From an optimization exercise on the open Yosys and OpenROAD flow, aimed at small area and a short achievable clock period; shortcuts taken in it are not production practice.
The RTL was checked by simulation tests, not by an equivalence proof against the original design.
Power and IR drop assume default switching activity.

==> flow/design.v (outline; a module is shown in full before it is edited, if it fits) <==
// module mul32: 5875 lines
module mul32 (
    input  logic        clk,
    input  logic        rst,
    input  logic        in_valid,
    input  logic [31:0] a,
    input  logic [31:0] b,
    output logic        out_valid,
    output logic [31:0] hi,
    output logic [31:0] lo
);
  // ...
==> flow/flow/run.sh <==
#!/bin/bash
# Standard ORFS layout, with one netlist pass between synthesis and floorplan:
# invopt.py removes inverters between full-adder cells (a full adder is
# self-dual, so a cell can take complemented inputs and give complemented
# outputs). nleq.py compares the two netlists on random vectors; if they differ,
# the standard netlist is used unchanged.
set -uo pipefail
R=orfs/results/sky130hd/mul32/base
bash standard.sh synth > synth.log 2>&1 || exit 1
cp $R/1_2_yosys.v $R/1_2_yosys_std.v
if python3 flow/invopt.py $R/1_2_yosys_std.v $R/1_2_yosys_opt.v > invopt.log 2>&1 &&
   python3 flow/nleq.py $R/1_2_yosys_std.v $R/1_2_yosys_opt.v > nleq.log 2>&1 &&
   grep -q "mismatches 0 " nleq.log; then
  cp $R/1_2_yosys_opt.v $R/1_2_yosys.v
  rm -f $R/1_synth.odb $R/1_synth.sdc
  bash standard.sh synth > synth2.log 2>&1 || exit 1
else
  echo "invopt not used" >> invopt.log
fi
bash standard.sh > finish.log 2>&1
==> flow/flow/invopt.py <==
#!/usr/bin/env python3
"""Remove inverters between full-adder cells of a flat sky130 netlist.

A full adder is self-dual: FA(~a, ~b, ~c) = (~sum, ~carry). Yosys's extract_fa
leaves many inverters between adder cells; this pass picks, for each fa cell,
whether to use it as is or with all its pins complemented, so that as few
signals as possible need an inverter, then rewrites the netlist. Registers and
every other cell are left as they are.

usage: invopt.py IN.v OUT.v
"""
import re, sys, random

src = open(sys.argv[1]).read()
m = re.search(r'^\s*(module\s+(\w+)\s*\(.*?\);)', src, re.S | re.M)
top = m.group(2)

inst_re = re.compile(r'^\s*(sky130_fd_sc_hd__\w+)\s+(\S+)\s*\((.*?)\);\s*$', re.S | re.M)
pin_re = re.compile(r'\.(\w+)\(([^()]*)\)')
OUT_PINS = {'X', 'Y', 'Q', 'Q_N', 'SUM', 'COUT', 'HI', 'LO'}

insts = []  # [type, name, [(pin, net)]]
for mm in inst_re.finditer(src):
    conns = [(p, n.strip()) for p, n in pin_re.findall(mm.group(3))]
    insts.append([mm.group(1), mm.group(2), conns, mm.start(), mm.end()])

ports_out = set()
ports_in = set()
hdr_end = insts[0][3]
for d in re.finditer(r'^\s*(input|output)\s+(\[(\d+):(\d+)\]\s+)?(\w+);', src[:hdr_end], re.M):
    nm = d.group(5)
    if d.group(2):
        hi_, lo_ = int(d.group(3)), int(d.group(4))
        bits = ['%s[%d]' % (nm, i) for i in range(min(hi_, lo_), max(hi_, lo_) + 1)]
    else:
        bits = [nm]
    (ports_out if d.group(1) == 'output' else ports_in).update(bits)

driver = {}
loads = {}
for k, (t, n, conns, _, _) in enumerate(insts):
    for p, net in conns:
        if p in OUT_PINS:
            driver[net] = (k, p)
        else:
            loads.setdefault(net, []).append((k, p))

def is_inv(k):
    t = insts[k][0]
    return re.match(r'sky130_fd_sc_hd__(clk)?inv_\d+$', t) is not None

def is_fa(k):
    return re.match(r'sky130_fd_sc_hd__fa_\d+$', insts[k][0]) is not None

# inverters we may remove: output not a port
removable = set()
for k in range(len(insts)):
    if is_inv(k):
        y = dict(insts[k][2])['Y']
        if y not in ports_out:
            removable.add(k)

def root(net):
    """(signal net, polarity) after looking through removable inverters"""
    pol = 0
    seen = 0
    while net in driver and driver[net][0] in removable and seen < 10:
        k = driver[net][0]
        net = dict(insts[k][2])['A']
        pol ^= 1
        seen += 1
    return net, pol

def is_x(k):
    return re.match(r'sky130_fd_sc_hd__x(n)?or2_1$', insts[k][0]) is not None

fas = [k for k in range(len(insts)) if is_fa(k) or is_x(k)]
fa_idx = {k: i for i, k in enumerate(fas)}
flip = [0] * len(fas)

# every real (non removable inverter) load pin: (signal, polarity, load inst)
sig_loads = {}
for net, ls in loads.items():
    s, p = root(net)
    for (k, pin) in ls:
        if k in removable:
            continue
        sig_loads.setdefault(s, []).append((k, pin, p))
for pn in ports_out:
    if pn in driver and driver[pn][0] in removable:
        pass  # cannot happen: such inverters are not removable
    # a port is a fixed load of its own net
for pn in ports_out:
    s, p = root(pn)
    if s != pn:
        sig_loads.setdefault(s, []).append((-1, pn, p))

def drv_flip(s):
    if s in driver:
        k = driver[s][0]
        if k in fa_idx:
            return flip[fa_idx[k]]
    return 0

def load_flip(k):
    if k >= 0 and k in fa_idx and is_fa(k):
        return flip[fa_idx[k]]
    return 0

def sig_cost(s):
    df = drv_flip(s)
    for (k, pin, p) in sig_loads.get(s, ()):
        if p ^ load_flip(k) != df:
            return 1
    return 0

fa_sigs = []
for k in fas:
    c = dict(insts[k][2])
    ss = set()
    if is_fa(k):
        for pin in ('A', 'B', 'CIN'):
            ss.add(root(c[pin])[0])
        for pin in ('SUM', 'COUT'):
            ss.add(c[pin])
    else:
        ss.add(c['Y'] if 'Y' in c else c['X'])
    fa_sigs.append(list(ss))

all_sigs = set(sig_loads)
cost0 = sum(sig_cost(s) for s in all_sigs)
import math
rng = random.Random(1)
n = len(fas)
cur = cost0
best = cur
best_flip = list(flip)
steps = 400000
for st in range(steps):
    temp = 2.0 * (1 - st / steps) + 0.01
    i = rng.randrange(n)
    ss = fa_sigs[i]
    before = sum(sig_cost(s) for s in ss)
    flip[i] ^= 1
    after = sum(sig_cost(s) for s in ss)
    d = after - before
    if d <= 0 or rng.random() < math.exp(-d / temp):
        cur += d
        if cur < best:
            best = cur
            best_flip = list(flip)
    else:
        flip[i] ^= 1
flip[:] = best_flip
cost1 = sum(sig_cost(s) for s in all_sigs)

# ---------------------------------------------------------------- rewrite
new_conns = {}   # inst index -> list of (pin, net)
inv_of = {}      # signal -> net carrying its complement
new_insts = []
new_wires = []
kept_inv = set()
cnt = [0]

def complement(s):
    if s in inv_of:
        return inv_of[s]
    # reuse an existing removable inverter whose input is s
    for (k, pin) in loads.get(s, ()):
        if k in removable and k not in kept_inv:
            kept_inv.add(k)
            inv_of[s] = dict(insts[k][2])['Y']
            return inv_of[s]
    cnt[0] += 1
    y = '_invopt_%d_' % cnt[0]
    new_wires.append(y)
    new_insts.append('  sky130_fd_sc_hd__inv_1 _invopt_i%d_ (\n    .A(%s),\n    .Y(%s)\n  );\n' % (cnt[0], s + ' ' if s.startswith('\\') else s, y))
    inv_of[s] = y
    return y

for k, (t, n, conns, _, _) in enumerate(insts):
    if k in removable:
        continue
    out = []
    for pin, net in conns:
        if pin in OUT_PINS:
            out.append((pin, net))
            continue
        s, p = root(net)
        need = p ^ load_flip(k)
        have = drv_flip(s)
        out.append((pin, s if need == have else complement(s)))
    new_conns[k] = out
# ports driven through removed inverters cannot occur (those inverters are kept)

# kept inverters: rewire their input to the signal itself
for k in kept_inv:
    c = dict(insts[k][2])
    s = None
    for ss, y in inv_of.items():
        if y == c['Y']:
            s = ss
    new_conns[k] = [('A', s), ('Y', c['Y'])]

# check: complement nets must carry ~signal in the new netlist, so the signal's
# driver must be unflipped relative to... a signal's net carries v ^ drv_flip; its
# inverter carries ~(v ^ drv_flip): loads asking for the other polarity get it.

res = []
pos = 0
for k, (t, n, conns, st, en) in enumerate(insts):
    res.append(src[pos:st])
    pos = en
    if k in removable and k not in kept_inv:
        continue
    if k in fa_idx and is_x(k) and flip[fa_idx[k]]:
        if 'xnor2' in t:
            t = t.replace('xnor2', 'xor2')
            new_conns[k] = [('X' if p == 'Y' else p, q) for p, q in new_conns[k]]
        else:
            t = t.replace('xor2', 'xnor2')
            new_conns[k] = [('Y' if p == 'X' else p, q) for p, q in new_conns[k]]
    body = ',\n'.join('    .%s(%s)' % (p, q + ' ' if q.startswith('\\') else q) for p, q in new_conns[k])
    res.append('\n  %s %s (\n%s\n  );' % (t, n, body))
tail = src[pos:]
res.append(tail.replace('endmodule', ''.join(new_insts) + 'endmodule', 1))
out = ''.join(res)
# declare new wires after the module header declarations
decl = ''.join('  wire %s;\n' % w for w in new_wires)
i = out.index(';', out.index('module ' + top)) + 1
out = out[:i] + '\n' + decl + out[i:]
open(sys.argv[2], 'w').write(out)
ninv0 = sum(1 for k in range(len(insts)) if is_inv(k))
print('invopt: %d fa cells, %d inverters before; signals needing an inverter %d -> %d; %d inverters now' % (
    len(fas), ninv0, cost0, cost1, ninv0 - len(removable) + len(kept_inv) + cnt[0]))
==> flow/flow/nleq.py <==
#!/usr/bin/env python3
"""random-vector equivalence of two flat sky130 netlists (flops cut: Q free, D compared)"""
import re, sys, random
LIB='/OpenROAD-flow-scripts/flow/platforms/sky130hd/lib/sky130_fd_sc_hd__tt_025C_1v80.lib'
lib=open(LIB).read()
funcs={}
for m in re.finditer(r'\n    cell \("(sky130_fd_sc_hd__\w+)"\)',lib):
    name=m.group(1); st=m.end(); en=lib.find('\n    cell (',st)
    body=lib[st:en]
    fs={}
    for pm in re.finditer(r'pin \("(\w+)"\) \{(.*?)\n        \}',body,re.S):
        fm=re.search(r'function : "(.*?)"',pm.group(2))
        if fm: fs[pm.group(1)]=fm.group(1)
    funcs[name]=fs
def topy(f):
    f=f.replace('!','~').replace('*','&').replace('+','|')
    f=re.sub(r'\)\s+\(',')&(',f)
    f=re.sub(r'(\w)\s+(\w)',r'\1&\2',f); f=re.sub(r'(\w)\s+(\w)',r'\1&\2',f)
    f=re.sub(r'(\w)\s+\(',r'\1&(',f); f=re.sub(r'\)\s+(\w)',r')&\1',f)
    return f
inst_re=re.compile(r'^\s*(sky130_fd_sc_hd__\w+)\s+(\S+)\s*\((.*?)\);',re.S|re.M)
pin_re=re.compile(r'\.(\w+)\(([^()]*)\)')
def load(fn):
    t=open(fn).read(); cells=[]
    for m in inst_re.finditer(t):
        cells.append((m.group(1),m.group(2),{p:n.strip() for p,n in pin_re.findall(m.group(3))}))
    return cells
NV=256
M=(1<<NV)-1
def run(cells,seed):
    rng=random.Random(seed)
    val={}
    def g(n):
        if n not in val:
            if n=="1'h0" or n=="1'b0": val[n]=0
            elif n=="1'h1" or n=="1'b1": val[n]=M
            else: val[n]=rng.getrandbits(NV)  # primary input or flop Q
        return val[n]
    # flop outputs / inputs are random keyed by net name, deterministic via sorted order
    drv={}
    for c in cells:
        f=funcs[c[0]]
        for p in f:
            if p in c[2]: drv[c[2][p]]=c
    # seed free nets deterministically by name
    free=set()
    for c in cells:
        if 'dfxtp' in c[0] or 'conb' in c[0]: 
            for p in ('Q',): 
                if p in c[2]: free.add(c[2][p])
        for p,n in c[2].items():
            if n not in drv: free.add(n)
    for n in sorted(free):
        val[n]=random.Random(hash((n,seed))&0xffffffff).getrandbits(NV) if not n.startswith("1'") else (0 if n.endswith('0') else M)
    for c in cells:
        if 'conb' in c[0]:
            val[c[2].get('HI','_')]=M; val[c[2].get('LO','_')]=0
    sys.setrecursionlimit(100000)
    def ev(n):
        if n in val: return val[n]
        c=drv[n]
        f=funcs[c[0]]
        for p,fn in f.items():
            if c[2].get(p)==n:
                env={pp:ev(nn) for pp,nn in c[2].items() if pp not in f}
                r=eval(topy(fn),{},env)&M
                val[n]=r; return r
    outs={}
    for c in cells:
        if 'dfxtp' in c[0]: outs['D:'+c[1]]=ev(c[2]['D'])
    return outs,ev,val
a=load(sys.argv[1]); b=load(sys.argv[2])
oa,eva,va=run(a,1); ob,evb,vb=run(b,1)
# outputs: ports
import itertools
ports=[n for n in va if n.startswith('hi[') or n.startswith('lo[')]
bad=[k for k in oa if oa[k]!=ob.get(k)]
for pn in set(re.findall(r'\b(hi\[\d+\]|lo\[\d+\]|out_valid)',open(sys.argv[1]).read())):
    try:
        if eva(pn)!=evb(pn): bad.append(pn)
    except Exception as e: pass
print('compared',len(oa),'flop inputs; mismatches',len(bad),bad[:10])
==> flow/standard.sh <==
#!/bin/bash
# synth_recipe.tcl (not shown) runs the flow's synth.tcl, then flattens the netlist and writes it again
# the make line also repeats each setting of config.mk as NAME=value (left out here)
make -C /OpenROAD-flow-scripts/flow DESIGN_CONFIG=/design/flow/config.mk WORK_HOME=/design/flow/orfs CLKGATE_MAP_FILE= SYNTH_SCRIPT=/design/flow/synth_recipe.tcl "${@:-finish}"
==> flow/config.mk <==
export PLATFORM = sky130hd
export DESIGN_NAME = mul32
export DESIGN_NICKNAME = mul32
export VERILOG_FILES = /design/flow/design.v
export SDC_FILE = /design/flow/constraint.sdc
export NUM_CORES = 4
export LEC_CHECK = 0
export CAP_MARGIN = 20
export CORE_MARGIN = 2
export CORE_UTILIZATION = 45
export PLACE_DENSITY = 0.6
export SETUP_SLACK_MARGIN = 2.4
export SLEW_MARGIN = 20
==> flow/constraint.sdc <==
create_clock -name core_clock -period 5.0 [get_ports {clk}]
set_input_delay 1.0000 -clock core_clock [delete_from_list [all_inputs] [get_ports {clk}]]
set_output_delay 1.0000 -clock core_clock [all_outputs]
set_load 0.01 [all_outputs]
==> reports/results.ini, run 1 <==
[critical_path]
path_delay_family = adder cells
reg2reg_to = r2_s32_229$_DFF_P_
path_depth = 4
cp_slowest_stage_delay_ps = 820

[clock_network]
clk_path_buf_depth = 3
clock-root-buffer = clkbuf_16
cts_hold_buf = 0
clkTransAtPathRegs_ps = 60

[cells_and_area]
multi_input_cells = 1976
inverters = 202
layout_commonest_cell = dfxtp_1
drive_gt1_share_pct = 10.5
final_net_count = 3813
fillCellCount = 7121

[global_route]
grt_pass1_vias = 25100
grt_max_degree = 33
grt_overflow = 0

[sta]
drv_slew = 0
holdWs_ps = 323

[route]
dr_wl_met2_um = 49200
via_per_inst = 5.63
drt_iter0_drc = 2275

[status]
status = no timing/DRC/antenna violations

[power]
top_power_group = combinational cells
p_seq_mw = 9.46
p_sw_share_pct = 38.5

[worst_hold_path]
hp-class = reg -> reg

[yosys]
synthCells = 3191
avgSynthCellArea_sq_um = 11.6

[die]
fp.dieW_um = 291

==> run 2: changes to the inputs <==
--- a/flow/flow/run.sh
+++ b/flow/flow/run.sh
@@ -17,4 +17,7 @@
 else
   echo "invopt not used" >> invopt.log
 fi
+# port buffers: a plain buf_2 on every input and output port instead of the
+# delay buffer buffer_ports picks by default
+export BUFFER_PORTS_ARGS="-buffer_cell sky130_fd_sc_hd__buf_2"
 bash standard.sh > finish.log 2>&1
--- a/flow/config.mk
+++ b/flow/config.mk
@@ -9,5 +9,5 @@
 export CORE_MARGIN = 2
 export CORE_UTILIZATION = 45
 export PLACE_DENSITY = 0.6
-export SETUP_SLACK_MARGIN = 2.4
+export SETUP_SLACK_MARGIN = 2.25
 export SLEW_MARGIN = 20
==> run 2 against run 1 <==
First-iteration DRC count up 12%. Worst setup slack got worse by 110 ps. Power down 2.1%. Via count decreased by 0.56%. Sequential power is essentially flat. Critical path type unchanged. Largest cell class unchanged.
==> reports/results.ini, run 2 <==
[global_route]
grt_usage_pct = 25.6  ; about the same
grt_max_degree = 33  ; unchanged
grt_overflow = 0  ; unchanged
grt_pass1_wl_um = 162000  ; was 163,000 um
antenna_found_initial = 7  ; was 5
grt_pass1_vias = 25400  ; was 25.1k

[cells_and_area]
largest_reg_flops = 4  ; unchanged
multi_input_area_sq_um = 21400  ; was 21,500 sq um
final_net_count = 3774  ; was 3,813
synthToLayoutAreaGrowth_pct = 9.54  ; was 13.1%
final_core_util_pct = 49.6  ; was 51.2%
regArea_sq_um = 13500  ; about the same
layout_commonest_cell = dfxtp_1  ; unchanged
mostFrequentLayoutCells = dfxtp_1 (652), fa_1 (477), xnor2_1 (470)  ; was dfxtp_1 (615), fa_1 (474), xnor2_1 (470)
regMostFlops = vld  ; unchanged
fillCellCount = 7261  ; was 7,121
drive_gt1_share_pct = 11.3  ; was 10.5%

[clock_network]
numCtsBuffers = 73  ; was 75
cts_hold_buf = 0  ; unchanged
clock_latency_ps = 640  ; about the same
clkTransAtPathRegs_ps = 60  ; about the same
cts_tree = done  ; unchanged
htreeDepth = 3  ; unchanged
clk_path_buf_depth = 3  ; unchanged
clock-root-buffer = clkbuf_16  ; unchanged
clock_sinks = 671  ; unchanged

[placement]
hpwl_um = 79900  ; was 80,000 um
routabilityCongestion = 0.925  ; was 0.942
portBuffers = 131  ; unchanged

[power]
p_seq_share_pct = 31.3  ; was 30.7%
intPower_mw = 18.5  ; was 19.0 mW
p_sw_share_pct = 38.6  ; was 38.5%
combPwrFrac_pct = 49.5  ; was 50.6%
power_mw = 30.2  ; was 30.8 mW
clkPwrFrac_pct = 19.1  ; was 18.7%
vdd_ir_drop_max_mv = 0.356  ; was 0.379 mV
powerDensity_nw_per_um2 = 744  ; was 737 nW/um^2
total_leakage_power_nw = 16.1  ; was 16.3 nW
switching_power_mw = 11.6  ; was 11.9 mW

[sta]
finalCritPeriodShare_pct = 55.3  ; was 53.1%
tns_ps = 0  ; unchanged
finalHoldViolCount = 0  ; unchanged
setup_viol = 0  ; unchanged
drv_slew = 0  ; unchanged
timing.slew.headroom_pct = 23.4  ; was 37.0%
holdWs_ps = 325  ; was 323 ps
max_freq_mhz = 361  ; was 376 MHz
finalClockSkew_ps = 37.0  ; was 28.6 ps
rsz0062_at_grt = true  ; unchanged
period_needed_ps = 2770  ; was 2660 ps
worst_slew_pin_slew_ps = 1150  ; was 943 ps

[worst_hold_path]
hp-class = reg -> reg  ; unchanged

[yosys]
synth_area_sq_um = 37000  ; unchanged
yosys_warnings = 1  ; unchanged
synthCells = 3191  ; unchanged
avgSynthCellArea_sq_um = 11.6  ; unchanged
syn-num-nets = 3877  ; unchanged

[critical_path]
rrSetupSlack_ps = 2230  ; was 2340 ps
critPathLaunch = r1_btn2$_DFF_P_  ; was r1_an16$_DFF_P_
critical_path_class = reg -> reg  ; unchanged
crit_end = r2_c26_213$_DFF_P_  ; was r2_s32_229$_DFF_P_
cp_max_fo = 17  ; was 16
regToRegStartpoint = r1_btn2$_DFF_P_  ; was r1_an16$_DFF_P_
reg2reg_to = r2_c26_213$_DFF_P_  ; was r2_s32_229$_DFF_P_
required_ps = 5510  ; about the same
reg2reg_depth = 5  ; was 4
start_kind = register  ; unchanged
arrival_ps = 3270  ; was 3170 ps
endpoint_kind = register  ; unchanged

[route]
drt_iter0_drc = 2545  ; was 2,275
route.vias.total = 23800  ; was 24.0k
dr.pass1.iters = 6  ; was 5
via_per_inst = 5.65  ; was 5.63
drt_wl_total_um = 108000  ; about the same
ant_nets = 0  ; unchanged
routedWlPerCell_um = 25.6  ; was 25.4 um
drc = 0  ; unchanged

[run]
cap_violations = 0  ; unchanged

[die]
die_h_um = 291  ; unchanged
core_area_sq_um = 81700  ; unchanged
start_util_pct = 45.3  ; unchanged
rows = 105  ; unchanged
die_area_sq_um = 84500  ; unchanged
fp.dieW_um = 291  ; unchanged
ios = 132  ; unchanged

[status]
status = no timing/DRC/antenna violations  ; unchanged

run 2: cell count changes in the layout (fill, tap and decap cells not counted), moves of 15 or more:
cell,previous run,this run
clkdlybuf4s50_1,131,0
clkinvlp_4,27,12
buf_2,0,131
dfxtp_2,55,19
dfxtp_1,615,652
buf_4,53,27
run 2: routing by layer:
layer | GRT usage [%] | up-vias | part of all wire, %
met5 | 0 | - | 0.071
met4 | 9.47 | 12 | 3.7
met3 | 5.22 | 261 | 8.7
met2 | 40.2 | 1249 | 45
met1 | 35.1 | 12100 | 42
li1 | - | 10300 | -
run 2: critical path, stage by stage, from the launching register on:
cell and delay, ps:
dfxtp_1 980, o22ai_1 230, xnor2_1 190, ha_1 340, fa_1 520, maj3_1 370
run 2: what timing repair did:
| action | in CTS | in global routing |
|---|---|---|
| setup buffers | 4 | 8 |
| resized for setup | 20 | 26 |
| setup endpoints to repair | 57 | 24 |
| pin swaps | 6 | 12 |
run 2: metrics by stage:
stage / worst slack (ps) / cells / area, sq um
after CTS: 2250 / 4209 / 40300
after floorplan: 2450 / 3191 / 37000
after detailed placement: 1820 / 4071 / 37600
after global placement: 1890 / 4071 / 37600
after global routing: 2170 / 4218 / 40500
final: 2230 / 4218 / 40500
run 2: layout make-up:
type                            instances  share of cell area (%)
Sequential cell                       671                    33.2
Multi-Input combinational cell       1976                    52.8
Clock inverter                         39                    1.31
Inverter                              202                    1.94
Tap cell                             1070                    3.30
Clock buffer                           95                    5.06
Antenna cell                            1                 0.00618
Timing Repair Buffer                  164                    2.39
run 2: worst min-delay path by stage:
stage | start | cells after the start | end
6_report | r2_hp63$_DFF_P_ | 0 | r3_hp63$_DFF_P_
5_1_grt | r2_hp63$_DFF_P_ | 0 | r3_hp63$_DFF_P_
4_1_cts | r3_sum5$_DFF_P_ | 0 | r4_sum5$_DFF_P_
3_5_place_dp | r3_sum5$_DFF_P_ | 0 | r4_sum5$_DFF_P_
3_3_place_gp | r3_sum12$_DFF_P_ | 0 | r4_sum12$_DFF_P_
2_1_floorplan | r2_hg62$_DFF_P_ | 0 | r3_hg62$_DFF_P_
run 2: power by group through the flow:
stage	registers (mW)	logic, mW	clock network, mW
2_1_floorplan	8.86	10.7	0
5_1_grt	9.66	17.3	6.11
3_5_place_dp	9.54	15.1	0
3_3_place_gp	9.48	14.8	0
4_1_cts	9.45	15.3	5.89
6_report	9.45	14.9	5.77
==> run 3: changes to the inputs <==
--- a/flow/config.mk
+++ b/flow/config.mk
@@ -8,6 +8,8 @@
 export CAP_MARGIN = 20
 export CORE_MARGIN = 2
 export CORE_UTILIZATION = 45
+export CTS_CLUSTER_DIAMETER = 100
+export CTS_CLUSTER_SIZE = 20
 export PLACE_DENSITY = 0.6
 export SETUP_SLACK_MARGIN = 2.25
 export SLEW_MARGIN = 20
==> run 3 against run 2 <==
Utilization down 1.6 points. Critical path depth unchanged. First-iteration DRC count down 3.2%. Via count down 0.96%.
==> reports/results.ini, run 3 <==
[status]
status = no timing/DRC/antenna violations  ; unchanged

[cells_and_area]
fillCellCount = 7404  ; was 7,261
synthToLayoutAreaGrowth_pct = 5.96  ; was 9.54%
mostFrequentLayoutCells = dfxtp_1 (651), fa_1 (477), xnor2_1 (470)  ; was dfxtp_1 (652), fa_1 (477), xnor2_1 (470)
final_core_util_pct = 48.0  ; was 49.6%
largest_reg_flops = 4  ; unchanged
drive_gt1_share_pct = 9.38  ; was 11.3%
regMostFlops = vld  ; unchanged
final_net_count = 3746  ; was 3,774
layout_commonest_cell = dfxtp_1  ; unchanged

[route]
ant_nets = 0  ; unchanged
drt_iter0_drc = 2463  ; was 2,545
route.vias.total = 23600  ; was 23.8k
routedWlPerCell_um = 25.8  ; was 25.6 um
drc = 0  ; unchanged
via_per_inst = 5.70  ; was 5.65
dr.pass1.iters = 5  ; was 6
drt_wl_total_um = 107000  ; was 108,000 um

[power]
power_mw = 27.9  ; was 30.2 mW
p_seq_share_pct = 33.8  ; was 31.3%
powerDensity_nw_per_um2 = 711  ; was 744 nW/um^2
intPower_mw = 16.7  ; was 18.5 mW
total_leakage_power_nw = 15.5  ; was 16.1 nW
vdd_ir_drop_max_mv = 0.397  ; was 0.356 mV
clkPwrFrac_pct = 12.6  ; was 19.1%
p_sw_share_pct = 40.0  ; was 38.6%
switching_power_mw = 11.2  ; was 11.6 mW
combPwrFrac_pct = 53.6  ; was 49.5%

[clock_network]
cts_hold_buf = 0  ; unchanged
clkTransAtPathRegs_ps = 90  ; was 60 ps
clk_path_buf_depth = 3  ; unchanged
numCtsBuffers = 42  ; was 73
cts_tree = done  ; unchanged
htreeDepth = 2  ; was 3
clock_latency_ps = 610  ; was 640 ps
clock_sinks = 671  ; unchanged
clock-root-buffer = clkbuf_16  ; unchanged

[placement]
post-place-ws_ps = 1820  ; unchanged
routabilityCongestion = 0.925  ; unchanged
portBuffers = 131  ; unchanged
hpwl_um = 79900  ; unchanged

[die]
die_area_sq_um = 84500  ; unchanged
start_util_pct = 45.3  ; unchanged
fp.dieW_um = 291  ; unchanged
die_h_um = 291  ; unchanged
core_area_sq_um = 81700  ; unchanged
rows = 105  ; unchanged
ios = 132  ; unchanged

[critical_path]
crit_end = r2_s34_116$_DFF_P_  ; was r2_c26_213$_DFF_P_
critPathLaunch = r1_a29$_DFF_P_  ; was r1_btn2$_DFF_P_
critical_path_class = reg -> reg  ; unchanged
start_kind = register  ; unchanged
regToRegStartpoint = r1_a29$_DFF_P_  ; was r1_btn2$_DFF_P_
arrival_ps = 3230  ; was 3270 ps
endpoint_kind = register  ; unchanged
cp_max_fo = 16  ; was 17
required_ps = 5490  ; was 5510 ps
reg2reg_to = r2_s34_116$_DFF_P_  ; was r2_c26_213$_DFF_P_
reg2reg_depth = 5  ; unchanged
rrSetupSlack_ps = 2260  ; was 2230 ps

[sta]
tns_ps = 0  ; unchanged
drv_slew = 0  ; unchanged
finalCritPeriodShare_pct = 54.8  ; was 55.3%
finalHoldViolCount = 0  ; unchanged
max_freq_mhz = 365  ; was 361 MHz
timing.slew.headroom_pct = 24.3  ; was 23.4%
period_needed_ps = 2740  ; was 2770 ps
finalClockSkew_ps = 38.0  ; was 37.0 ps
timing.final.ws_setup_ps = 2260  ; was 2230 ps
setup_viol = 0  ; unchanged
worst_slew_pin_slew_ps = 1130  ; was 1150 ps
rsz0062_at_grt = true  ; unchanged

[yosys]
avgSynthCellArea_sq_um = 11.6  ; unchanged
synthCells = 3191  ; unchanged
synth_area_sq_um = 37000  ; unchanged
syn-num-nets = 3877  ; unchanged
yosys_warnings = 1  ; unchanged

[global_route]
grt_pass1_wl_um = 161000  ; was 162,000 um
grt_usage_pct = 25.3  ; was 25.6%
antenna_found_initial = 6  ; was 7
grt_overflow = 0  ; unchanged
grt_max_degree = 33  ; unchanged
grt_pass1_vias = 25100  ; was 25.4k

[worst_hold_path]
hp-class = reg -> reg  ; unchanged

[run]
cap_violations = 0  ; unchanged

## run 3: changes by cell type in the layout (fill, tap and decap cells not counted), moves of 5 or more
cell,before,now
bufinv_16,10,1
clkbuf_1,10,0
clkbuf_16,75,43
clkbuf_8,10,2
clkinv_2,14,2
clkinvlp_4,12,7
## run 3: final cells by class
type / count / area (sq um) / share of cell area, %
clock inverters: 8 / 110 / 0.281
clock buffers: 45 / 1100 / 2.82
diodes: 1 / 2.50 / 0.00638
repair buffers: 167 / 1020 / 2.60
inverters: 202 / 787 / 2.01
multi-input cells: 1976 / 21400 / 54.5
flip-flops and latches: 671 / 13500 / 34.3
well taps: 1070 / 1340 / 3.42
## run 3: worst max-delay path: stages, from the launching register on
cell	delay, ps
dfxtp_1	330
inv_1	640
o22ai_1	250
xnor2_1	210
fa_1	520
fa_1	670
## run 3: power by group through the flow
stage,combinational (mW),clock [mW],sequential [mW]
final,14.9,3.52,9.43
after CTS,15.3,3.63,9.44
after global placement,14.8,0,9.48
after global routing,17.3,3.81,9.66
after detailed placement,15.1,0,9.54
after floorplan,10.7,0,8.86
## run 3: worst min-delay path by stage
stage | cells past startpoint | startpoint | to
2_1_floorplan | 0 | r2_hg62$_DFF_P_ | r3_hg62$_DFF_P_
5_1_grt | 0 | r3_sum11$_DFF_P_ | r4_sum11$_DFF_P_
3_3_place_gp | 0 | r3_sum12$_DFF_P_ | r4_sum12$_DFF_P_
3_5_place_dp | 0 | r3_sum5$_DFF_P_ | r4_sum5$_DFF_P_
4_1_cts | 0 | r3_sum11$_DFF_P_ | r4_sum11$_DFF_P_
6_report | 0 | r3_sum11$_DFF_P_ | r4_sum11$_DFF_P_
## run 3: metal layers
layer,vias to the layer above,global-route usage (%),routed length (um)
li1,10100,-,-
met1,12000,34.7,45100
met2,1223,39.9,48400
met3,249,5.32,9370
met4,10,8.54,4020
met5,-,0,69
## run 3: stage by stage
stage | instance area, sq um | cells | hold WS, ps
4_1_cts | 39000 | 4128 | 328
5_1_grt | 39200 | 4140 | 335
3_3_place_gp | 37600 | 4071 | 311
2_1_floorplan | 37000 | 3191 | 310
6_report | 39200 | 4140 | 327
3_5_place_dp | 37600 | 4071 | 312
## run 3: what timing repair did
item,in CTS,in global routing
resized for setup,21,25
setup endpoints to repair,54,25
endpoints found under the hold margin,0,0
setup buffers,4,11
pin swaps,4,12
==> run 4: changes to the inputs <==
--- a/flow/config.mk
+++ b/flow/config.mk
@@ -11,5 +11,5 @@
 export CTS_CLUSTER_DIAMETER = 100
 export CTS_CLUSTER_SIZE = 20
 export PLACE_DENSITY = 0.6
-export SETUP_SLACK_MARGIN = 2.25
-export SLEW_MARGIN = 20
+export SETUP_SLACK_MARGIN = 2.3
+export SLEW_MARGIN = 60
==> run 4 against run 3 <==
Via count decreased by 0.64%. Area after synthesis stayed put. Critical path depth did not move. Register-to-register slack gained 80 ps. Worst setup slack improved by 81 ps. Synthesized cell count is the same. Clock-buffer cell count is 1 higher. Sequential cell count stayed put. Non-clock buffer count decreased by 6. Worst hold slack got worse by 5.1 ps. Critical endpoint is now r2_s43_264$_DFF_P_.
==> reports/results.ini, run 4 <==
[status]
status = no timing/DRC/antenna violations  ; unchanged

[yosys]
avgSynthCellArea_sq_um = 11.6  ; unchanged
yosys_warnings = 1  ; unchanged
synth_area_sq_um = 37000  ; unchanged
synthCells = 3191  ; unchanged
syn-num-nets = 3877  ; unchanged

[power]
combPwrFrac_pct = 53.6  ; about the same
powerDensity_nw_per_um2 = 712  ; was 711 nW/um^2
intPower_mw = 16.8  ; was 16.7 mW
p_seq_share_pct = 33.8  ; about the same
clkPwrFrac_pct = 12.6  ; about the same
vdd_ir_drop_max_mv = 0.386  ; was 0.397 mV
total_leakage_power_nw = 15.4  ; was 15.5 nW
switching_power_mw = 11.1  ; was 11.2 mW
p_sw_share_pct = 39.9  ; was 40.0%

[critical_path]
crit_buf_inv = 1  ; unchanged
cp_slowest_stage_delay_ps = 670  ; about the same
rrSetupSlack_ps = 2340  ; was 2260 ps
reg2reg_to = r2_s43_264$_DFF_P_  ; was r2_s34_116$_DFF_P_
regToRegStartpoint = r1_a31$_DFF_P_  ; was r1_a29$_DFF_P_
reg2reg_depth = 5  ; unchanged
critPathLaunch = r1_a31$_DFF_P_  ; was r1_a29$_DFF_P_
cp_common_cell = fa_1  ; unchanged
cp_max_fo = 10  ; was 16
start_kind = register  ; unchanged
crit_end = r2_s43_264$_DFF_P_  ; was r2_s34_116$_DFF_P_
required_ps = 5470  ; was 5490 ps
critical_path_class = reg -> reg  ; unchanged
path_depth = 5  ; unchanged
critical_path.slowest_cell = dfxtp_1  ; was fa_1
endpoint_kind = register  ; unchanged
arrival_ps = 3130  ; was 3230 ps
path_delay_family = adder cells  ; unchanged
path_cells = inv_1 -> o22ai_1 -> xnor2_1 -> fa_1 -> fa_1  ; unchanged

[die]
ios = 132  ; unchanged
die_area_sq_um = 84500  ; unchanged
fp.dieW_um = 291  ; unchanged
rows = 105  ; unchanged
start_util_pct = 45.3  ; unchanged
core_area_sq_um = 81700  ; unchanged
die_h_um = 291  ; unchanged

[cells_and_area]
drive_gt1_share_pct = 13.2  ; was 9.38%
mostFrequentLayoutCells = dfxtp_1 (560), fa_1 (476), xnor2_1 (470)  ; was dfxtp_1 (651), fa_1 (477), xnor2_1 (470)
fin_cells = 4135  ; was 4,140
final_net_count = 3739  ; was 3,746
synthToLayoutAreaGrowth_pct = 5.98  ; was 5.96%
layout_commonest_cell = dfxtp_1  ; unchanged
regMostFlops = vld  ; unchanged
largest_reg_flops = 4  ; unchanged

[clock_network]
numCtsBuffers = 41  ; was 42
clk_path_buf_depth = 3  ; unchanged
cts_tree = done  ; unchanged
clock_sinks = 671  ; unchanged
htreeDepth = 2  ; unchanged
clock-root-buffer = clkbuf_16  ; unchanged
clock_latency_ps = 620  ; was 610 ps
cts_hold_buf = 0  ; unchanged
clkTransAtPathRegs_ps = 100  ; was 90 ps

[placement]
dp_cells = 4072  ; was 4,071
portBuffers = 131  ; unchanged
routabilityCongestion = 0.925  ; unchanged
hpwl_um = 79800  ; was 79,900 um

[sta]
rsz0062_at_grt = true  ; unchanged
setup_viol = 0  ; unchanged
worst_slew_pin_slew_ps = 621  ; was 1130 ps
period_needed_ps = 2660  ; was 2740 ps
finalClockSkew_ps = 36.2  ; was 38.0 ps
timing.slew.headroom_pct = 58.6  ; was 24.3%
tns_ps = 0  ; unchanged
finalHoldViolCount = 0  ; unchanged
max_freq_mhz = 376  ; was 365 MHz
finalCritPeriodShare_pct = 53.2  ; was 54.8%
drv_slew = 0  ; unchanged

[route]
ant_nets = 0  ; unchanged
route.vias.total = 23400  ; was 23.6k
dr.pass1.iters = 6  ; was 5
drc = 0  ; unchanged
routedWlPerCell_um = 25.8  ; about the same
via_per_inst = 5.67  ; was 5.70
drt_wl_total_um = 107000  ; about the same
drt_iter0_drc = 2248  ; was 2,463

[global_route]
grt_usage_pct = 25.2  ; was 25.3%
antenna_found_initial = 9  ; was 6
grt_pass1_wl_um = 161000  ; about the same
grt_max_degree = 33  ; unchanged
grt_pass1_vias = 25000  ; was 25.1k
grt_overflow = 0  ; unchanged

[run]
cap_violations = 0  ; unchanged

[worst_hold_path]
hp-class = reg -> reg  ; unchanged

## run 4: repair_timing
| item | CTS | global route |
|---|---|---|
| resized for setup | 21 | 9 |
| setup buffers | 6 | 2 |
| endpoints found under the setup margin | 27 | 18 |
| pin swaps | 14 | 5 |
## run 4: power groups by stage
| stage | Combinational (mW) | Clock, mW | Sequential, mW |
|---|---|---|---|
| global route | 17.3 | 3.79 | 9.67 |
| finish | 15.0 | 3.51 | 9.44 |
| global placement | 14.8 | 0 | 9.48 |
| floorplan | 10.7 | 0 | 8.86 |
| detailed placement | 15.1 | 0 | 9.55 |
| CTS | 15.4 | 3.60 | 9.45 |
## run 4: how the worst min path moves through the flow
stage                startpoint          endpoint  slack, ps  depth (start not counted)
4_1_cts        r3_sum11$_DFF_P_  r4_sum11$_DFF_P_        320                          0
6_report       r3_sum11$_DFF_P_  r4_sum11$_DFF_P_        320                          0
3_5_place_dp    r3_sum5$_DFF_P_   r4_sum5$_DFF_P_        310                          0
2_1_floorplan   r2_hg62$_DFF_P_   r3_hg62$_DFF_P_        310                          0
5_1_grt        r3_sum10$_DFF_P_  r4_sum10$_DFF_P_        330                          0
3_3_place_gp   r3_sum12$_DFF_P_  r4_sum12$_DFF_P_        310                          0
## run 4: cell type report
class / instances / area (sq um)
fill: 7406 / 42500
sequential: 671 / 13600
timing repair buffer: 161 / 906
multi-input combinational: 1976 / 21400
clock buffer: 46 / 1090
tap: 1070 / 1340
inverter: 202 / 764
clock inverter: 8 / 118
antenna: 1 / 2.50
## run 4: routing by layer
metal,global-route usage (%),part of all wire [%]
met2,39.5,45
met1,34.6,42
met3,5.10,8.3
met4,9.44,4.2
met5,0,0.065
## run 4: metrics by stage
step / cell area (sq um) / hold WS [ps] / setup slack [ps] / utilization, % / power (mW)
after floorplan: 37000 / 310 / 2450 / - / 19.6
after global placement: 37600 / 311 / 1890 / 46.0 / 24.2
after detailed placement: 37800 / 312 / 1890 / 46.2 / 24.6
after CTS: 39100 / 323 / 2300 / 47.9 / 28.4
after global routing: 39200 / 334 / 2260 / 48.0 / 30.8
final: 39200 / 322 / 2340 / 48.0 / 27.9
==> run 5: changes to the inputs <==
--- a/flow/config.mk
+++ b/flow/config.mk
@@ -7,9 +7,9 @@
 export LEC_CHECK = 0
 export CAP_MARGIN = 20
 export CORE_MARGIN = 2
-export CORE_UTILIZATION = 45
+export CORE_UTILIZATION = 60
 export CTS_CLUSTER_DIAMETER = 100
 export CTS_CLUSTER_SIZE = 20
-export PLACE_DENSITY = 0.6
+export PLACE_DENSITY = 0.72
 export SETUP_SLACK_MARGIN = 2.3
 export SLEW_MARGIN = 60
==> run 5 against run 4 <==
Worst setup slack worse by 59 ps. Wire length is 4.3% lower. Sequential share of layout area grew 0.37 points. Worst hold slack improved by 7.4 ps. Maximum frequency shrank 2.2%.
==> reports/results.ini, run 5 <==
[die]
core_area_sq_um = 61400  ; was 81,700 sq um
die_area_sq_um = 63700  ; was 84,500 sq um
start_util_pct = 60.3  ; was 45.3%
ios = 132  ; unchanged
die_h_um = 252  ; was 291 um
fp.dieW_um = 252  ; was 291 um
rows = 91  ; was 105

[cells_and_area]
layout_commonest_cell = dfxtp_1  ; unchanged
largest_reg_flops = 4  ; unchanged
mostFrequentLayoutCells = dfxtp_1 (553), fa_1 (476), xnor2_1 (469)  ; was dfxtp_1 (560), fa_1 (476), xnor2_1 (470)
final_net_count = 3733  ; was 3,739
synthToLayoutAreaGrowth_pct = 4.99  ; was 5.98%
drive_gt1_share_pct = 13.2  ; about the same
regMostFlops = vld  ; unchanged

[route]
drc = 0  ; unchanged
route.vias.total = 24000  ; was 23.4k
routedWlPerCell_um = 26.5  ; was 25.8 um
drt_iter0_drc = 2973  ; was 2,248
drt_wl_total_um = 102000  ; was 107,000 um
dr.max_layer_used = met5  ; unchanged
dr.pass1.iters = 7  ; was 6
dr_wl_met2_um = 45300  ; was 47,900 um
ant_nets = 0  ; unchanged
via_per_inst = 6.23  ; was 5.67
routedLengthMet1_um = 42500  ; was 45,300 um
wl_met3_um = 9940  ; was 8840 um

[critical_path]
arrival_ps = 3250  ; was 3130 ps
rrSetupSlack_ps = 2280  ; was 2340 ps
cp_max_fo = 4  ; was 10
required_ps = 5530  ; was 5470 ps
critical_path_class = reg -> reg  ; unchanged
endpoint_kind = register  ; unchanged
start_kind = register  ; unchanged

[power]
vdd_ir_drop_max_mv = 0.505  ; was 0.386 mV
powerDensity_nw_per_um2 = 721  ; was 712 nW/um^2
total_leakage_power_nw = 15.4  ; about the same

[clock_network]
clock_latency_ps = 620  ; about the same
numCtsBuffers = 40  ; was 41
clk_path_buf_depth = 3  ; unchanged
htreeDepth = 2  ; unchanged
cts_hold_buf = 0  ; unchanged
clock_sinks = 671  ; unchanged
clock-root-buffer = clkbuf_16  ; unchanged
clkTransAtPathRegs_ps = 80  ; was 100 ps
cts_tree = done  ; unchanged

[placement]
routabilityCongestion = 0.958  ; was 0.925
hpwl_um = 75400  ; was 79,800 um
portBuffers = 131  ; unchanged
post-place-ws_ps = 1880  ; was 1890 ps

[status]
status = no timing/DRC/antenna violations  ; unchanged

[sta]
tns_ps = 0  ; unchanged
rsz0062_at_grt = true  ; unchanged
finalCritPeriodShare_pct = 54.4  ; was 53.2%
drv_slew = 0  ; unchanged
finalClockSkew_ps = 45.7  ; was 36.2 ps
timing.slew.headroom_pct = 59.9  ; was 58.6%
setup_viol = 0  ; unchanged
timing.final.ws_setup_ps = 2280  ; was 2340 ps
max_freq_mhz = 368  ; was 376 MHz
period_needed_ps = 2720  ; was 2660 ps
finalHoldViolCount = 0  ; unchanged
worst_slew_pin_slew_ps = 598  ; was 621 ps

[yosys]
yosys_warnings = 1  ; unchanged
synthCells = 3191  ; unchanged
synth_area_sq_um = 37000  ; unchanged
avgSynthCellArea_sq_um = 11.6  ; unchanged
syn-num-nets = 3877  ; unchanged

[worst_hold_path]
hp-class = reg -> reg  ; unchanged

[global_route]
grt_overflow = 0  ; unchanged
grt_pass1_vias = 25200  ; was 25.0k
grt_usage_pct = 32.6  ; was 25.2%
antenna_found_initial = 10  ; was 9
grt_pass1_wl_um = 155000  ; was 161,000 um
grt_max_degree = 22  ; was 33

[run]
cap_violations = 0  ; unchanged

## run 5: power breakdown
| group | internal (mW) | total [mW] | switching (mW) |
|---|---|---|---|
| sequential | 8.00 | 9.46 | 1.46 |
| clock | 1.56 | 3.36 | 1.80 |
| combinational | 7.24 | 15.2 | 7.94 |
| total | 16.8 | 28.0 | 11.2 |
## run 5: per-layer routing
| layer | global-route usage, % | vias up |
|---|---|---|
| li1 | - | 10100 |
| met1 | 46.6 | 12100 |
| met2 | 49.9 | 1460 |
| met3 | 6.11 | 299 |
| met4 | 11.5 | 16 |
| met5 | 0 | - |
## run 5: path summary, 6_finish.rpt
check | cells after the start | endpoint | start
setup / recovery | 12 | r4_sum61$_DFF_P_ | r3_c26_487$_DFF_P_
hold / removal | 0 | r4_sum6$_DFF_P_ | r3_sum6$_DFF_P_
setup reg to reg | 12 | r4_sum61$_DFF_P_ | r3_c26_487$_DFF_P_
hold reg to reg | 0 | r4_sum6$_DFF_P_ | r3_sum6$_DFF_P_
## run 5: layout make-up
type                            count  area (sq um)
Inverter                          202           768
Sequential cell                   671         13600
Clock inverter                      4          48.8
Antenna cell                        3          7.51
Tap cell                          790           988
Multi-Input combinational cell   1976         21500
Clock buffer                       47          1090
Timing Repair Buffer              156           868
Fill cell                        4749         22500
## run 5: worst max-delay path, cell delays in order (launching register included)
cell	delay [ps]
dfxtp_2	340
ha_4	250
buf_12	120
a221oi_4	290
o211ai_1	190
buf_4	210
o2111ai_4	220
buf_12	160
a41oi_4	190
a21o_1	230
ha_2	190
nor2_4	140
xnor2_2	120
## run 5: timing repair
item                                    in CTS  in global routing
buffers inserted                             5                  5
endpoints found under the setup margin      27                 17
gates resized for setup                     19                 21
pin swaps                                   14                 20
hold endpoints to repair                     0                  0
## run 5: per-stage QoR
| stage | std cells | area, sq um | utilization (%) | power [mW] | hold slack (ps) |
|---|---|---|---|---|---|
| detailed placement | 3785 | 37400 | 60.9 | 24.4 | 313 |
| global route | 3847 | 38800 | 63.3 | 30.7 | 327 |
| global placement | 3784 | 37200 | 60.6 | 23.7 | 311 |
| CTS | 3841 | 38700 | 63.0 | 28.1 | 325 |
| finish | 3849 | 38800 | 63.3 | 28.0 | 329 |
| floorplan | 3191 | 37000 | - | 19.6 | 310 |
==> run 6: changes to the inputs <==
--- a/flow/config.mk
+++ b/flow/config.mk
@@ -7,9 +7,9 @@
 export LEC_CHECK = 0
 export CAP_MARGIN = 20
 export CORE_MARGIN = 2
-export CORE_UTILIZATION = 60
+export CORE_UTILIZATION = 45
 export CTS_CLUSTER_DIAMETER = 100
 export CTS_CLUSTER_SIZE = 20
-export PLACE_DENSITY = 0.72
-export SETUP_SLACK_MARGIN = 2.3
+export PLACE_DENSITY = 0.6
+export SETUP_SLACK_MARGIN = 2.5
 export SLEW_MARGIN = 60
==> run 6 against run 5 <==
Still clean. Global-route usage decreased by 7.0 points. Power increased by 3.1%. Die area increased by 33%. Combinational power increased by 5%. Area after synthesis unchanged. Synthesized cell count unchanged. Final area increased by 2.2%. Sequential share of layout area decreased by 0.70 points. Maximum frequency increased by 2.5%. Critical path type unchanged. Critical endpoint is now r4_sum35$_DFF_P_. Largest power group unchanged. Highest routed layer unchanged.
==> reports/results.ini, run 6 <==
[critical_path]
start_kind = register  ; unchanged
cp_slowest_stage_delay_ps = 340  ; about the same
endpoint_kind = register  ; unchanged
cp_max_fo = 5  ; was 4
critical_path.slowest_cell = fa_2  ; was dfxtp_2
reg2reg_depth = 10  ; was 12
cp_common_cell = a21o_1  ; was buf_12
required_ps = 5470  ; was 5530 ps
arrival_ps = 3130  ; was 3250 ps
rrSetupSlack_ps = 2350  ; was 2280 ps
critical_path_class = reg -> reg  ; unchanged
path_cells = ha_4 -> and2_4 -> a221oi_2 -> o211ai_1 -> buf_4 -> or2_4 -> a21o_1 -> a21o_1 -> fa_2 -> xor2_1  ; was ha_4 -> buf_12 -> a221oi_4 -> o211ai_1 -> buf_4 -> o2111ai_4 -> buf_12 -> a41oi_4 -> a21o_1 -> ha_2 -> nor2_4 -> xnor2_2

[sta]
worst_slew_pin_slew_ps = 567  ; was 598 ps
tns_ps = 0  ; unchanged
period_needed_ps = 2650  ; was 2720 ps
holdWs_ps = 327  ; was 329 ps
drv_slew = 0  ; unchanged
setup_viol = 0  ; unchanged
finalHoldViolCount = 0  ; unchanged
finalCritPeriodShare_pct = 53.1  ; was 54.4%
timing.slew.headroom_pct = 62.2  ; was 59.9%
rsz0062_at_grt = true  ; unchanged
finalClockSkew_ps = 41.9  ; was 45.7 ps
max_freq_mhz = 377  ; was 368 MHz

[global_route]
grt_pass1_vias = 25300  ; was 25.2k
grt_pass1_wl_um = 162000  ; was 155,000 um
antenna_found_initial = 6  ; was 10
grt_max_degree = 22  ; unchanged
grt_usage_pct = 25.6  ; was 32.6%
grt_overflow = 0  ; unchanged

[cells_and_area]
final_net_count = 3756  ; was 3,733
final_core_util_pct = 48.6  ; was 63.3%
layout_commonest_cell = dfxtp_1  ; unchanged
largest_reg_flops = 4  ; unchanged
synthToLayoutAreaGrowth_pct = 7.33  ; was 4.99%
regMostFlops = vld  ; unchanged
fillCellCount = 7294  ; was 4,749
drive_gt1_share_pct = 15.9  ; was 13.2%
regArea_sq_um = 13600  ; about the same
mostFrequentLayoutCells = dfxtp_1 (544), xnor2_1 (470), fa_1 (461)  ; was dfxtp_1 (553), fa_1 (476), xnor2_1 (469)
fin_area_sq_um = 39700  ; was 38,800 sq um
multi_input_area_sq_um = 21700  ; was 21,500 sq um

[worst_hold_path]
hp-class = reg -> reg  ; unchanged
min_path_cells = 0  ; unchanged

[clock_network]
cts_tree = done  ; unchanged
numCtsBuffers = 40  ; unchanged
clock-root-buffer = clkbuf_16  ; unchanged
clkTransAtPathRegs_ps = 80  ; about the same
htreeDepth = 2  ; unchanged
cts_hold_buf = 0  ; unchanged
clock_sinks = 671  ; unchanged
clock_latency_ps = 610  ; was 620 ps
clk_path_buf_depth = 3  ; unchanged

[route]
route.vias.total = 23600  ; was 24.0k
dr_wl_met2_um = 49200  ; was 45,300 um
drc = 0  ; unchanged
dr.pass1.iters = 6  ; was 7
routedWlPerCell_um = 26.0  ; was 26.5 um
dr.max_layer_used = met5  ; unchanged
ant_nets = 0  ; unchanged
routedLengthMet1_um = 45900  ; was 42,500 um
via_per_inst = 5.69  ; was 6.23
drt_iter0_drc = 2643  ; was 2,973
wl_met3_um = 8920  ; was 9940 um
drt_wl_total_um = 108000  ; was 102,000 um

[power]
total_leakage_power_nw = 15.5  ; was 15.4 nW
vdd_ir_drop_max_mv = 0.501  ; was 0.505 mV
powerDensity_nw_per_um2 = 727  ; was 721 nW/um^2

[die]
fp.dieW_um = 291  ; was 252 um
ios = 132  ; unchanged
rows = 105  ; was 91
die_area_sq_um = 84500  ; was 63,700 sq um
start_util_pct = 45.3  ; was 60.3%
die_h_um = 291  ; was 252 um
core_area_sq_um = 81700  ; was 61,400 sq um

[placement]
hpwl_um = 79800  ; was 75,400 um
portBuffers = 131  ; unchanged
placed_cell_area_sq_um = 37800  ; was 37,400 sq um
routabilityCongestion = 0.909  ; was 0.958

[yosys]
syn-num-nets = 3877  ; unchanged
yosys_warnings = 1  ; unchanged
synth_area_sq_um = 37000  ; unchanged
synthCells = 3191  ; unchanged
avgSynthCellArea_sq_um = 11.6  ; unchanged

[status]
status = no timing/DRC/antenna violations  ; unchanged

[run]
cap_violations = 0  ; unchanged

==> run 6: cell count changes in the layout (fill, tap and decap cells not counted), sizes merged <==
cell | before | now
buf | 156 | 178
clkinvlp | 3 | 5
diode | 3 | 1
inv | 197 | 196
==> run 6: layer usage <==
metal / up-vias / track usage, %
li1: 10200 / -
met1: 12000 / 35.5
met2: 1189 / 40.4
met3: 213 / 4.67
met4: 8 / 8.49
met5: - / 0
==> run 6: through the flow <==
stage	power (mW)	cells	setup slack, ps
finish	28.9	4150	2350
global route	31.9	4150	2250
CTS	28.8	4142	2290
detailed placement	24.8	4073	1870
global placement	24.3	4072	1890
floorplan	19.6	3191	2500
==> run 6: layout make-up <==
class | count | share of cell area (%)
Multi-Input combinational cell | 1976 | 54.7
Sequential cell | 671 | 34.3
Tap cell | 1070 | 3.37
Clock buffer | 47 | 2.75
Timing Repair Buffer | 178 | 2.69
Inverter | 202 | 1.97
Clock inverter | 4 | 0.136
Timing Repair inverter | 1 | 0.0126
Antenna cell | 1 | 0.00630
==> run 6: report_power, final <==
| group | internal [mW] | switching [mW] | total, mW |
|---|---|---|---|
| logic | 7.75 | 8.27 | 16.0 |
| clock network | 1.55 | 1.83 | 3.39 |
| registers | 8.01 | 1.45 | 9.46 |
==> run 6: what timing repair did <==
item                                    CTS  global route
cloned                                    0             1
pin swaps                                38            44
endpoints found under the setup margin   66            67
setup buffers                            18             6
gates resized for setup                  59            67
hold endpoints to repair                  0             0
==> run 6: worst paths after layout <==
| check | startpoint | end |
|---|---|---|
| max | r3_s27_488$_DFF_P_ | r4_sum35$_DFF_P_ |
| min | r2_hp63$_DFF_P_ | r3_hp63$_DFF_P_ |
| max reg2reg | r3_s27_488$_DFF_P_ | r4_sum35$_DFF_P_ |
| min reg2reg | r2_hp63$_DFF_P_ | r3_hp63$_DFF_P_ |
==> run 6: worst max-delay path: cells and delay by family (launching register included) <==
family / cells / cell delay [ps]
buf+inv: 1 / 210
fa+ha+maj: 2 / 580
flops: 1 / 330
compound gates: 4 / 810
simple gates: 2 / 450
xor+xnor: 1 / 150
==> run 7: changes to the inputs <==
--- a/flow/config.mk
+++ b/flow/config.mk
@@ -11,5 +11,5 @@
 export CTS_CLUSTER_DIAMETER = 100
 export CTS_CLUSTER_SIZE = 20
 export PLACE_DENSITY = 0.6
-export SETUP_SLACK_MARGIN = 2.5
+export SETUP_SLACK_MARGIN = 2.4
 export SLEW_MARGIN = 60
==> run 7 against run 6 <==
Clock skew fell by 8.9 ps. Critical path depth rose by 1. Sequential power barely moved. Worst hold slack got worse by 4.6 ps. Die area did not move. Synthesized cell count did not move. Clock-buffer cell count fell by 1. Worst setup slack improved by 31 ps.
==> reports/results.ini, run 7 <==
[power]
power_mw = 28.3  ; was 28.9 mW
total_leakage_power_nw = 15.5  ; about the same
powerDensity_nw_per_um2 = 716  ; was 727 nW/um^2
vdd_ir_drop_max_mv = 0.390  ; was 0.501 mV

[clock_network]
htreeDepth = 2  ; unchanged
numCtsBuffers = 41  ; was 40
clock_sinks = 671  ; unchanged
clock-root-buffer = clkbuf_16  ; unchanged
clock_latency_ps = 610  ; about the same
clkTransAtPathRegs_ps = 80  ; about the same
cts_tree = done  ; unchanged
clk_path_buf_depth = 3  ; unchanged
cts_hold_buf = 0  ; unchanged

[route]
routedWlPerCell_um = 25.8  ; was 26.0 um
drt_iter0_drc = 2473  ; was 2,643
via_per_inst = 5.69  ; about the same
ant_nets = 0  ; unchanged
drc = 0  ; unchanged
drt_wl_total_um = 107000  ; was 108,000 um
route.vias.total = 23600  ; about the same
dr.pass1.iters = 6  ; unchanged

[die]
fp.dieW_um = 291  ; unchanged
die_h_um = 291  ; unchanged
start_util_pct = 45.3  ; unchanged
core_area_sq_um = 81700  ; unchanged
rows = 105  ; unchanged
ios = 132  ; unchanged
die_area_sq_um = 84500  ; unchanged

[global_route]
grt_pass1_wl_um = 161000  ; was 162,000 um
grt_pass1_vias = 25000  ; was 25.3k
antenna_found_initial = 9  ; was 6
grt_overflow = 0  ; unchanged
grt_usage_pct = 25.2  ; was 25.6%
grt_max_degree = 33  ; was 22

[run]
cap_violations = 0  ; unchanged

[yosys]
syn-num-nets = 3877  ; unchanged
synthCells = 3191  ; unchanged
avgSynthCellArea_sq_um = 11.6  ; unchanged
synth_area_sq_um = 37000  ; unchanged
yosys_warnings = 1  ; unchanged

[placement]
portBuffers = 131  ; unchanged
placed_cell_area_sq_um = 37800  ; about the same
routabilityCongestion = 0.925  ; was 0.909
hpwl_um = 79800  ; about the same

[sta]
timing.slew.headroom_pct = 59.2  ; was 62.2%
period_needed_ps = 2620  ; was 2650 ps
finalClockSkew_ps = 33.0  ; was 41.9 ps
drv_slew = 0  ; unchanged
finalCritPeriodShare_pct = 52.5  ; was 53.1%
max_freq_mhz = 381  ; was 377 MHz
finalHoldViolCount = 0  ; unchanged
holdWs_ps = 322  ; was 327 ps
tns_ps = 0  ; unchanged
setup_viol = 0  ; unchanged
worst_slew_pin_slew_ps = 611  ; was 567 ps
rsz0062_at_grt = true  ; unchanged

[critical_path]
critical_path_class = reg -> reg  ; unchanged
required_ps = 5490  ; was 5470 ps
path_cells = ha_1 -> nand4_1 -> or3b_4 -> or2_4 -> a41o_4 -> a41oi_4 -> buf_12 -> a21o_1 -> ha_2 -> nor2_4 -> xnor2_2  ; was ha_4 -> and2_4 -> a221oi_2 -> o211ai_1 -> buf_4 -> or2_4 -> a21o_1 -> a21o_1 -> fa_2 -> xor2_1
endpoint_kind = register  ; unchanged
cp_max_fo = 4  ; was 5
arrival_ps = 3110  ; was 3130 ps
critical_path.slowest_cell = or3b_4  ; was fa_2
start_kind = register  ; unchanged
cp_slowest_stage_delay_ps = 450  ; was 340 ps

[cells_and_area]
layout_commonest_cell = dfxtp_1  ; unchanged
synthToLayoutAreaGrowth_pct = 6.81  ; was 7.33%
fin_area_sq_um = 39500  ; was 39,700 sq um
final_net_count = 3750  ; was 3,756
largest_reg_flops = 4  ; unchanged
mostFrequentLayoutCells = dfxtp_1 (553), fa_1 (472), xnor2_1 (469)  ; was dfxtp_1 (544), xnor2_1 (470), fa_1 (461)
final_core_util_pct = 48.3  ; was 48.6%
drive_gt1_share_pct = 14.5  ; was 15.9%
regMostFlops = vld  ; unchanged

[worst_hold_path]
hp-class = reg -> reg  ; unchanged

[status]
status = no timing/DRC/antenna violations  ; unchanged

-- run 7: repair_timing --
item                                    CTS  global route
buffers inserted                          9            10
endpoints found under the setup margin   34            46
pin swaps                                27            29
resized for setup                        37            38
-- run 7: metal layers --
metal / GRT usage [%] / up-vias / wire length (um)
met3: 5.06 / 237 / 9280
met1: 34.6 / 12000 / 45000
met5: 0 / - / 59
met2: 39.6 / 1211 / 48300
met4: 9.28 / 10 / 4270
li1: - / 10200 / -
-- run 7: path summary, 6_finish.rpt --
| kind | startpoint | to | slack [ps] | cells past startpoint |
|---|---|---|---|---|
| min reg2reg | r3_sum11$_DFF_P_ | r4_sum11$_DFF_P_ | 320 | 0 |
| min | r3_sum11$_DFF_P_ | r4_sum11$_DFF_P_ | 320 | 0 |
| max reg2reg | r3_c41_502$_DFF_P_ | r4_sum61$_DFF_P_ | 2380 | 11 |
| max | r3_c41_502$_DFF_P_ | r4_sum61$_DFF_P_ | 2380 | 11 |
-- run 7: where the power goes --
part / switching (mW) / internal, mW / total, mW / leakage (nW)
sequential: 1.46 / 8.00 / 9.46 / 5.65
combinational: 7.99 / 7.32 / 15.3 / 9.26
clock: 1.83 / 1.67 / 3.50 / 0.593
total: 11.3 / 17.0 / 28.3 / 15.5
-- run 7: area by class of cell --
class	instances	area [sq um]
Clock buffer	46	1090
Clock inverter	8	118
Antenna cell	1	2.50
Timing Repair Buffer	172	1020
Multi-Input combinational cell	1976	21600
Tap cell	1070	1340
Sequential cell	671	13600
Inverter	202	777
Fill cell	7381	42200
-- run 7: worst max-delay path: cells and delay by family (launching register included) --
| family | cells | cell delay (ps) |
|---|---|---|
| simple gates | 4 | 870 |
| buf+inv | 1 | 140 |
| xor+xnor | 1 | 120 |
| fa+ha+maj | 2 | 470 |
| compound gates | 3 | 570 |
| flops | 1 | 330 |
-- run 7: stage by stage --
stage,worst slack [ps],instances
6_report,2380,4146
5_1_grt,2290,4146
4_1_cts,2310,4135
3_5_place_dp,1890,4072
3_3_place_gp,1890,4071
2_1_floorplan,2450,3191
==> run 8: changes to the inputs <==
--- a/flow/config.mk
+++ b/flow/config.mk
@@ -9,7 +9,7 @@
 export CORE_MARGIN = 2
 export CORE_UTILIZATION = 45
 export CTS_CLUSTER_DIAMETER = 100
-export CTS_CLUSTER_SIZE = 20
+export CTS_CLUSTER_SIZE = 26
 export PLACE_DENSITY = 0.6
 export SETUP_SLACK_MARGIN = 2.4
 export SLEW_MARGIN = 60
==> run 8 against run 7 <==
Still clean. Worst hold slack better by 11 ps. Combinational power about the same. Clock skew down 2.2 ps. Utilization down 0.25 points. Clock-buffer cell count down 6. Largest cell class unchanged. Highest routed layer unchanged.
==> reports/results.ini, run 8 <==
[placement]
hpwl_um = 79800  ; unchanged
routabilityCongestion = 0.925  ; unchanged
portBuffers = 131  ; unchanged

[status]
status = no timing/DRC/antenna violations  ; unchanged

[route]
route.vias.total = 23600  ; about the same
via_per_inst = 5.71  ; was 5.69
drc = 0  ; unchanged
routedWlPerCell_um = 25.8  ; about the same
dr.pass1.iters = 6  ; unchanged
ant_nets = 0  ; unchanged
drt_wl_total_um = 107000  ; about the same
drt_iter0_drc = 2449  ; was 2,473

[die]
fp.dieW_um = 291  ; unchanged
core_area_sq_um = 81700  ; unchanged
die_h_um = 291  ; unchanged
die_area_sq_um = 84500  ; unchanged
rows = 105  ; unchanged
start_util_pct = 45.3  ; unchanged
ios = 132  ; unchanged

[global_route]
grt_usage_pct = 25.2  ; about the same
antenna_found_initial = 8  ; was 9
grt_max_degree = 33  ; unchanged
grt_pass1_vias = 25000  ; about the same
grt_pass1_wl_um = 161000  ; about the same
grt_overflow = 0  ; unchanged

[power]
powerDensity_nw_per_um2 = 713  ; was 716 nW/um^2
vdd_ir_drop_max_mv = 0.377  ; was 0.390 mV
total_leakage_power_nw = 15.4  ; was 15.5 nW

[clock_network]
cts_hold_buf = 0  ; unchanged
clock_latency_ps = 600  ; was 610 ps
numCtsBuffers = 35  ; was 41
clock-root-buffer = clkbuf_16  ; unchanged
cts_tree = done  ; unchanged
clock_sinks = 671  ; unchanged
clkTransAtPathRegs_ps = 100  ; was 80 ps
clk_path_buf_depth = 3  ; unchanged
htreeDepth = 2  ; unchanged

[cells_and_area]
final_net_count = 3736  ; was 3,750
mostFrequentLayoutCells = dfxtp_1 (558), xnor2_1 (470), fa_1 (470)  ; was dfxtp_1 (553), fa_1 (472), xnor2_1 (469)
final_core_util_pct = 48.1  ; was 48.3%
layout_commonest_cell = dfxtp_1  ; unchanged
largest_reg_flops = 4  ; unchanged
regMostFlops = vld  ; unchanged
synthToLayoutAreaGrowth_pct = 6.24  ; was 6.81%
drive_gt1_share_pct = 13.9  ; was 14.5%

[yosys]
yosys_warnings = 1  ; unchanged
syn-num-nets = 3877  ; unchanged
synth_area_sq_um = 37000  ; unchanged
synthCells = 3191  ; unchanged
avgSynthCellArea_sq_um = 11.6  ; unchanged

[sta]
max_freq_mhz = 377  ; was 381 MHz
holdWs_ps = 334  ; was 322 ps
tns_ps = 0  ; unchanged
setup_viol = 0  ; unchanged
drv_slew = 0  ; unchanged
period_needed_ps = 2650  ; was 2620 ps
finalHoldViolCount = 0  ; unchanged
worst_slew_pin_slew_ps = 612  ; was 611 ps
finalClockSkew_ps = 30.8  ; was 33.0 ps
rsz0062_at_grt = true  ; unchanged
timing.slew.headroom_pct = 59.1  ; was 59.2%
finalCritPeriodShare_pct = 53.1  ; was 52.5%

[critical_path]
reg2reg_to = r4_sum63$_DFF_P_  ; was r4_sum61$_DFF_P_
arrival_ps = 3180  ; was 3110 ps
rrSetupSlack_ps = 2350  ; was 2380 ps
reg2reg_depth = 13  ; was 11
required_ps = 5530  ; was 5490 ps
critPathLaunch = r3_s27_488$_DFF_P_  ; was r3_c41_502$_DFF_P_
regToRegStartpoint = r3_s27_488$_DFF_P_  ; was r3_c41_502$_DFF_P_
endpoint_kind = register  ; unchanged
start_kind = register  ; unchanged
cp_max_fo = 4  ; unchanged
crit_end = r4_sum63$_DFF_P_  ; was r4_sum61$_DFF_P_
critical_path_class = reg -> reg  ; unchanged

[worst_hold_path]
hp-start = r2_sum2$_DFF_P_  ; was r3_sum11$_DFF_P_
hp-class = reg -> reg  ; unchanged

[run]
cap_violations = 0  ; unchanged

[run 8: worst min-delay path by stage]
stage | endpoint | slack, ps | cells past startpoint
2_1_floorplan | r3_hg62$_DFF_P_ | 310 | 0
3_3_place_gp | r4_sum12$_DFF_P_ | 310 | 0
3_5_place_dp | r4_sum5$_DFF_P_ | 310 | 0
4_1_cts | r4_sum5$_DFF_P_ | 330 | 0
5_1_grt | r3_sum2$_DFF_P_ | 340 | 0
6_report | r3_sum2$_DFF_P_ | 330 | 0
[run 8: worst max-delay path, stage by stage, from the launching register on]
cell and delay [ps]:
dfxtp_2 350, ha_4 250, and2_4 140, a221oi_2 250
o211ai_1 180, buf_4 210, o2111ai_4 200, buf_12 160
a41oi_4 100, buf_12 170, a21o_1 190, ha_4 160
nor2_2 90, xnor2_1 120
[run 8: cell type report]
cell class	count	area, sq um
fill	7417	42400
multi-input combinational	1976	21500
sequential	671	13600
tap	1070	1340
timing repair buffer	164	932
clock buffer	40	916
inverter	202	777
clock inverter	10	190
antenna	1	2.50
[run 8: what timing repair did]
item | 4_1_cts | 5_1_grt
endpoints found under the setup margin | 32 | 40
buffers inserted | 9 | 2
hold endpoints to repair | 0 | 0
pin swaps | 32 | 23
gates resized for setup | 45 | 24
[run 8: power breakdown]
part	switching, mW	internal (mW)	total, mW
Sequential	1.46	8.00	9.46
Combinational	7.99	7.26	15.2
Clock	1.88	1.43	3.31
[run 8: through the flow]
| step | instance area (sq um) | power [mW] | instances | setup slack, ps |
|---|---|---|---|---|
| 2_1_floorplan | 37000 | 19.6 | 3191 | 2450 |
| 3_3_place_gp | 37600 | 24.2 | 4071 | 1890 |
| 3_5_place_dp | 37800 | 24.6 | 4072 | 1890 |
| 4_1_cts | 39100 | 28.4 | 4131 | 2290 |
| 5_1_grt | 39300 | 30.9 | 4134 | 2260 |
| 6_report | 39300 | 28.0 | 4134 | 2350 |
[run 8: metal layers]
| layer | routed length (um) | vias to the layer above | track usage, % |
|---|---|---|---|
| li1 | - | 10100 | - |
| met1 | 45000 | 12100 | 34.4 |
| met2 | 48600 | 1165 | 39.8 |
| met3 | 8870 | 245 | 5.17 |
| met4 | 4320 | 12 | 9.12 |
| met5 | 82 | - | 0 |

separate check: timing with driven ports:
In the flow no input, the clock included, has a driving cell. The finished layouts below were timed again as built, in two steps.
Step 1, drivers: a clkbuf_16 drives clk and a buf_2 each remaining input, both assumed.
Step 2 moves the port delays by t, midway between the first and last clock arrival at a register: inputs arrive t later, outputs are due t later. That takes back most of the time a late clock gives input paths.
Slacks: ideal / step 1 / step 2; pairs: ideal / step 1.
run	t, ns	setup slack, ns	worst setup path after step 2	clock arrival spread, ns
run 1	0.692	2.343 / 2.343 / 2.343	register to register	0.031 / 0.031
run 2	0.680	2.233 / 2.233 / 2.233	register to register	0.038 / 0.037
run 3	0.656	2.258 / 2.258 / 2.258	register to register	0.038 / 0.038
run 4	0.669	2.339 / 2.339 / 2.339	register to register	0.037 / 0.037
run 5	0.658	2.280 / 2.280 / 2.280	register to register	0.045 / 0.046
run 6	0.660	2.346 / 2.346 / 2.346	register to register	0.042 / 0.042
run 7	0.666	2.377 / 2.377 / 2.377	register to register	0.034 / 0.034
run 8	0.652	2.347 / 2.347 / 2.347	register to register	0.032 / 0.032
After both steps setup and hold are still met in every run listed.
